Context: an optimization exercise on an open-source flow, tuned for small area. The choices shown serve that exercise and are no tape-out recipe. The RTL was checked by simulation tests, not by an equivalence proof against the original design. Power and IR drop assume default switching activity.

## pwm_multi_generator
module pwm_multi_generator #(
    parameter int N_CH       = 16,
    parameter int CNT_WIDTH  = 9,
    parameter int CYCLE      = 512,
    parameter int DATA_WIDTH = 8
) (
    input  logic                                      clk,
    input  logic                                      rst_n,
    input  logic                                      sync,
    input  logic                                      we,
    input  logic [((N_CH > 1) ? $clog2(N_CH) : 1)-1:0] addr,
    input  logic [DATA_WIDTH-1:0]                     wduty,
    input  logic [DATA_WIDTH-1:0]                     wphase,
    input  logic [CNT_WIDTH-1:0]                      duty_offset,
    input  logic                                      out_en,
    output logic [CNT_WIDTH-1:0]                      cyc_time,
    output logic                                      update,
    output logic [N_CH-1:0]                           pwm_out
);
clock: 8.0 ns
lec_check: 0
cap_margin: 20
core_margin: 2
core_utilization: 40
cts_cluster_diameter: 100
cts_cluster_size: 30
slew_margin: 20
run.sh (not shown) runs the stock make flow with config.mk's settings and CLKGATE_MAP_FILE= SYNTH_SCRIPT=/design/flow/synth_recipe.tcl, a recipe that flattens the netlist after the stock synthesis.
Then changed:
==> flow/flow/run.sh (new file) <==
#!/bin/bash
# Own layout flow: the standard flow (standard.sh) with
#  - the standard synthesis, but an area-oriented ABC mapping script,
#  - port buffers of the smallest buffer cell,
#  - larger clock-tree sink clusters and no CTS dummy loads.
# Each step's full output is in orfs/logs/; make's output is in standard.log.
set -euo pipefail
export FLOW_WORK="$PWD"
bash standard.sh \
  SYNTH_SCRIPT="$PWD/flow/my_synth.tcl" \
  BUFFER_PORTS_ARGS="-buffer_cell sky130_fd_sc_hd__buf_1" \
  CTS_ARGS="-sink_clustering_enable -repair_clock_nets -sink_clustering_size 25 -sink_clustering_max_diameter 80 -dont_use_dummy_load" \
  finish > standard.log 2>&1
==> flow/flow/area.abc (new file) <==
strash
&get -n
&fraig -x
&put
scorr
dc2
strash
&get -n
&dch -f
&nf
&put
==> flow/flow/my_synth.tcl (new file) <==
# The standard synthesis (synth_recipe.tcl) with only the final ABC technology
# mapping script replaced by an area-oriented one (flow/area.abc). Registers
# are mapped before ABC runs, so they are the same as the standard synthesis's.
proc abc {args} {
  set i [lsearch -exact $args -script]
  if {$i >= 0} {
    set args [lreplace $args [expr {$i + 1}] [expr {$i + 1}] $::env(FLOW_WORK)/flow/area.abc]
  }
  puts "abc with area script: $args"
  yosys abc {*}$args
}
source $::env(FLOW_WORK)/synth_recipe.tcl
==> flow/standard.sh (new file) <==
#!/bin/bash
# synth_recipe.tcl (not shown) runs the flow's synth.tcl, then flattens the netlist and writes it again
# the make line also repeats each setting of config.mk as NAME=value (left out here)
make -C /OpenROAD-flow-scripts/flow DESIGN_CONFIG=/design/flow/config.mk WORK_HOME=/design/flow/orfs CLKGATE_MAP_FILE= SYNTH_SCRIPT=/design/flow/synth_recipe.tcl "${@:-finish}"
CTS_CLUSTER_DIAMETER = default   (was 100)
CTS_CLUSTER_SIZE = default   (was 30)
removed: flow/run.sh
- The new run completed with no timing, DRC or antenna violations
- core utilization falls by 0.48 points
- final area falls by a few percent
- power falls by a few percent
- routed wire length falls by a few percent
- combinational power falls by about a fifth
Then changed:
--- a/flow/flow/run.sh
+++ b/flow/flow/run.sh
@@ -4,3 +4,4 @@
 #  - port buffers of the smallest buffer cell,
-#  - larger clock-tree sink clusters and no CTS dummy loads.
+#  - larger clock-tree sink clusters and no CTS dummy loads,
+#  - power (area) recovery after global routing.
 # Each step's full output is in orfs/logs/; make's output is in standard.log.
@@ -12,2 +13,3 @@
   CTS_ARGS="-sink_clustering_enable -repair_clock_nets -sink_clustering_size 25 -sink_clustering_max_diameter 80 -dont_use_dummy_load" \
+  RECOVER_POWER=100 \
   finish > standard.log 2>&1
Result: This time the run ran to the end with violations: capacitance limit, slew limit; worst hold slack stays flat; clock power is about the same; via count is about the same; die area stays the same; design area went down by 0.85%; first-iteration DRC count came out lower by 1.8%.
Then changed:
==> flow/run.sh (new file) <==
#!/bin/bash
# synth_recipe.tcl (not shown) runs the flow's synth.tcl, then flattens the netlist and writes it again
# the make line also repeats each setting of config.mk as NAME=value (left out here)
make -C /OpenROAD-flow-scripts/flow DESIGN_CONFIG=/design/flow/config.mk WORK_HOME=/design/flow/orfs CLKGATE_MAP_FILE= SYNTH_SCRIPT=/design/flow/synth_recipe.tcl finish
CAP_MARGIN = 0   (was 20)
CTS_CLUSTER_DIAMETER = 100   (was default)
CTS_CLUSTER_SIZE = 30   (was default)
SLEW_MARGIN = 0   (was 20)
removed: flow/flow/run.sh
removed: flow/flow/area.abc
removed: flow/flow/my_synth.tcl
removed: flow/standard.sh
Now the flow completed without violations.
Combinational power went up by 19%.
Wire length rose by 5.1%.
Core utilization increases by 0.77 points.

========
pwm_multi_generator, a different RTL version from the one above (not shown whole).
Size: ~60 I/O pins, about 22000 um^2 of cells after synthesis.
==> flow/design.v (excerpt) <==
module pwm_multi_generator #(
    parameter int N_CH       = 16,
    parameter int CNT_WIDTH  = 9,
    parameter int CYCLE      = 512,
    parameter int DATA_WIDTH = 8
) (
    input  logic                                      clk,
    input  logic                                      rst_n,
    input  logic                                      sync,
    input  logic                                      we,
    input  logic [((N_CH > 1) ? $clog2(N_CH) : 1)-1:0] addr,
    input  logic [DATA_WIDTH-1:0]                     wduty,
    input  logic [DATA_WIDTH-1:0]                     wphase,
    input  logic [CNT_WIDTH-1:0]                      duty_offset,
    input  logic                                      out_en,
    output logic [CNT_WIDTH-1:0]                      cyc_time,
    output logic                                      update,
    output logic [N_CH-1:0]                           pwm_out
);
    logic [8:0]  time_q;
    logic [15:0] pwm_q;
    logic [15:0] sh_vld_q, act_vld_q;
    logic        wrap;
    logic [7:0]  tu;
    logic [8:0]  k;
    logic [8:0]  m;
    logic        neg;
    logic [8:0]  wsum;
    logic [15:0] pwm_d;
    function automatic logic ge8(input logic [7:0] a, input logic [7:0] nb);
        logic c;
        c = 1'b1;
        for (int j = 0; j < 8; j++)
            c = (a[j] & nb[j]) | (a[j] & c) | (nb[j] & c);
        ge8 = c;
    endfunction
    assign wrap = sync | (time_q == 9'd511);
    assign tu   = time_q[8:1];
    assign k    = {1'b0, duty_offset[8:1]} + {8'd0, ~time_q[0] & duty_offset[0]};
    assign m    = {1'b0, tu} - k;
    assign neg  = m[8];
    assign wsum = {1'b0, wphase} + {1'b0, wduty};
    always_ff @(posedge clk or negedge rst_n) begin
        if (!rst_n) begin
            time_q    <= '0;
            pwm_q     <= '0;
  ...
==> flow/config.mk <==
export PLATFORM = sky130hd
export DESIGN_NAME = pwm_multi_generator
export DESIGN_NICKNAME = pwm_multi_generator
export VERILOG_FILES = /design/flow/design.v
export SDC_FILE = /design/flow/constraint.sdc
export NUM_CORES = 4
export LEC_CHECK = 0
export CAP_MARGIN = 20
export CORE_MARGIN = 2
export CORE_UTILIZATION = 75
export PLACE_DENSITY = 0.9
export SLEW_MARGIN = 20
==> flow/constraint.sdc <==
create_clock -name core_clock -period 8.0 [get_ports {clk}]
set_input_delay 1.6000 -clock core_clock [delete_from_list [all_inputs] [get_ports {clk}]]
set_output_delay 1.6000 -clock core_clock [all_outputs]
set_load 0.01 [all_outputs]
standard.sh (not shown) runs the stock make flow with config.mk's settings and CLKGATE_MAP_FILE= SYNTH_SCRIPT=/design/flow/synth_recipe.tcl, a recipe that flattens the netlist after the stock synthesis.
==> flow/flow/run.sh <==
#!/bin/bash
# Own layout flow: the standard flow (standard.sh) with
#  - the standard synthesis, but with adders left to ABC (no ADDER_MAP_FILE
#    full/half-adder cells) and an area-oriented ABC mapping script,
#  - port buffers of the smallest buffer cell,
#  - clock-tree leaf clusters of up to 18 sinks on clkbuf_8, no CTS dummy loads.
# Each step's full output is in orfs/logs/; make's output is in standard.log.
set -euo pipefail
export FLOW_WORK="$PWD"
bash standard.sh \
  SYNTH_SCRIPT="$PWD/flow/my_synth.tcl" \
  ADDER_MAP_FILE= \
  BUFFER_PORTS_ARGS="-buffer_cell sky130_fd_sc_hd__buf_1" \
  CTS_ARGS="-sink_clustering_enable -repair_clock_nets -sink_clustering_size 18 -sink_clustering_max_diameter 60 -buf_list sky130_fd_sc_hd__clkbuf_8 -dont_use_dummy_load" \
  finish > standard.log 2>&1
==> flow/flow/area.abc <==
strash
&get -n
&fraig -x
&put
scorr
dc2
balance
rewrite
refactor
balance
rewrite
rewrite -z
balance
refactor -z
rewrite -z
balance
strash
&get -n
&dch -f
&nf -R 1000
&put
==> flow/flow/my_synth.tcl <==
# The standard synthesis (synth_recipe.tcl) with only the final ABC technology
# mapping script replaced by an area-oriented one (flow/area.abc). Registers
# are mapped before ABC runs, so they are the same as the standard synthesis's.
proc abc {args} {
  set i [lsearch -exact $args -script]
  if {$i >= 0} {
    set args [lreplace $args [expr {$i + 1}] [expr {$i + 1}] $::env(FLOW_WORK)/flow/area.abc]
  }
  puts "abc with area script: $args"
  yosys abc {*}$args
}
source $::env(FLOW_WORK)/synth_recipe.tcl
Next try:
==> flow/flow/run.sh (replaced) <==
#!/bin/bash
# Own layout flow: the standard flow (standard.sh) with
#  - the standard synthesis, but with adders left to ABC (no ADDER_MAP_FILE
#    full/half-adder cells) and an area-oriented ABC mapping script,
#  - port buffers of the smallest buffer cell,
#  - larger clock-tree sink clusters and no CTS dummy loads.
# Each step's full output is in orfs/logs/; make's output is in standard.log.
set -euo pipefail
export FLOW_WORK="$PWD"
bash standard.sh \
  SYNTH_SCRIPT="$PWD/flow/my_synth.tcl" \
  ADDER_MAP_FILE= \
  BUFFER_PORTS_ARGS="-buffer_cell sky130_fd_sc_hd__buf_1" \
  CTS_ARGS="-sink_clustering_enable -repair_clock_nets -sink_clustering_size 15 -sink_clustering_max_diameter 60 -buf_list sky130_fd_sc_hd__clkbuf_8 -dont_use_dummy_load" \
  finish > standard.log 2>&1
==> flow/flow/area.abc (replaced) <==
strash
&get -n
&fraig -x
&put
scorr
dc2
strash
&get -n
&dch -f
&nf
&put
--- a/flow/config.mk
+++ b/flow/config.mk
@@ -7,6 +7,6 @@
 export LEC_CHECK = 0
-export CAP_MARGIN = 20
+export CAP_MARGIN = 0
 export CORE_MARGIN = 2
-export CORE_UTILIZATION = 75
-export PLACE_DENSITY = 0.9
-export SLEW_MARGIN = 20
+export CORE_UTILIZATION = 60
+export PLACE_DENSITY = 0.75
+export SLEW_MARGIN = 0
=>
- The changed run ran to the end with no violations
- total power stays flat
- setup slack improved by 0.87 ns
- clock-buffer cell count climbs by 7
Next try:
--- a/flow/flow/run.sh
+++ b/flow/flow/run.sh
@@ -13,3 +13,3 @@
   BUFFER_PORTS_ARGS="-buffer_cell sky130_fd_sc_hd__buf_1" \
-  CTS_ARGS="-sink_clustering_enable -repair_clock_nets -sink_clustering_size 15 -sink_clustering_max_diameter 60 -buf_list sky130_fd_sc_hd__clkbuf_8 -dont_use_dummy_load" \
+  CTS_ARGS="-sink_clustering_enable -repair_clock_nets -sink_clustering_size 25 -sink_clustering_max_diameter 80 -dont_use_dummy_load" \
   finish > standard.log 2>&1
--- a/flow/config.mk
+++ b/flow/config.mk
@@ -7,6 +7,5 @@
 export LEC_CHECK = 0
-export CAP_MARGIN = 0
+export CAP_MARGIN = 20
 export CORE_MARGIN = 2
-export CORE_UTILIZATION = 60
-export PLACE_DENSITY = 0.75
-export SLEW_MARGIN = 0
+export CORE_UTILIZATION = 40
+export SLEW_MARGIN = 20
Clock-buffer cell count went down by 18.
Setup slack improved by 0.0083 ns.
Wire length went up by 4.4%.
Power went up by 2.6%.
Combinational power went up by about 1%.
Worst hold slack got worse by 0.030 ns.
First-iteration DRC count went down by 30%.
Cell area went up by 1.6%.
Next try:
--- a/flow/flow/run.sh
+++ b/flow/flow/run.sh
@@ -13,3 +13,3 @@
   BUFFER_PORTS_ARGS="-buffer_cell sky130_fd_sc_hd__buf_1" \
-  CTS_ARGS="-sink_clustering_enable -repair_clock_nets -sink_clustering_size 25 -sink_clustering_max_diameter 80 -dont_use_dummy_load" \
+  CTS_ARGS="-sink_clustering_enable -repair_clock_nets -sink_clustering_size 15 -sink_clustering_max_diameter 60 -buf_list sky130_fd_sc_hd__clkbuf_8 -dont_use_dummy_load" \
   finish > standard.log 2>&1
--- a/flow/config.mk
+++ b/flow/config.mk
@@ -9,3 +9,4 @@
 export CORE_MARGIN = 2
-export CORE_UTILIZATION = 40
+export CORE_UTILIZATION = 60
+export PLACE_DENSITY = 0.75
 export SLEW_MARGIN = 20
Effect: Routed wire length goes down by about 4.5%; maximum frequency climbs by 0.46%; via count grows by 3.3%; core utilization went up by 22 points; design area falls by about 1.5%; flip-flop and latch count stays the same; setup slack improved by 0.022 ns.

re-timing with driven ports:
How much do the figures lean on ideal ports? The routed layouts below were timed once more, with nothing changed but the port constraints.
Step 1 (the two cells are an assumption about what drives the block):
set clk [get_ports {clk}]
set_driving_cell -lib_cell sky130_fd_sc_hd__clkbuf_16 $clk
set_driving_cell -lib_cell sky130_fd_sc_hd__buf_2 [delete_from_list [all_inputs] $clk]
Step 2, shift: input delay + t, output delay - t, t = (earliest + latest rising clock arrival at the registers) / 2. This alone moves slack from input paths to output paths.
Slacks: ideal / step 1 / step 2; pairs: ideal / step 1.
| run | t, ns | slack for setup (ns) | latest minus earliest clock arrival (ns) |
|---|---|---|---|
| the first run of note 1 | 0.625 | 2.309 / 2.338 / 1.713 | 0.032 / 0.032 |
| the second run of note 1 | 0.631 | 2.744 / 2.777 / 2.145 | 0.059 / 0.059 |
| the third run of note 1 | 0.632 | 1.823 / 1.857 / 1.225 | 0.060 / 0.060 |
| the fourth run of note 1 | 0.632 | 2.212 / 2.241 / 1.609 | 0.042 / 0.042 |
| the first run of note 2 | 0.606 | 2.193 / 2.203 / 1.597 | 0.066 / 0.066 |
| the second run of note 2 | 0.603 | 3.067 / 3.084 / 2.481 | 0.062 / 0.062 |
| the third run of note 2 | 0.623 | 3.075 / 3.105 / 2.482 | 0.054 / 0.054 |
| the fourth run of note 2 | 0.603 | 3.097 / 3.114 / 2.512 | 0.061 / 0.061 |
The setup slack of the fourth run of note 1, which loses most, moves by +0.029 ns with the drivers and by -0.603 ns with both steps.
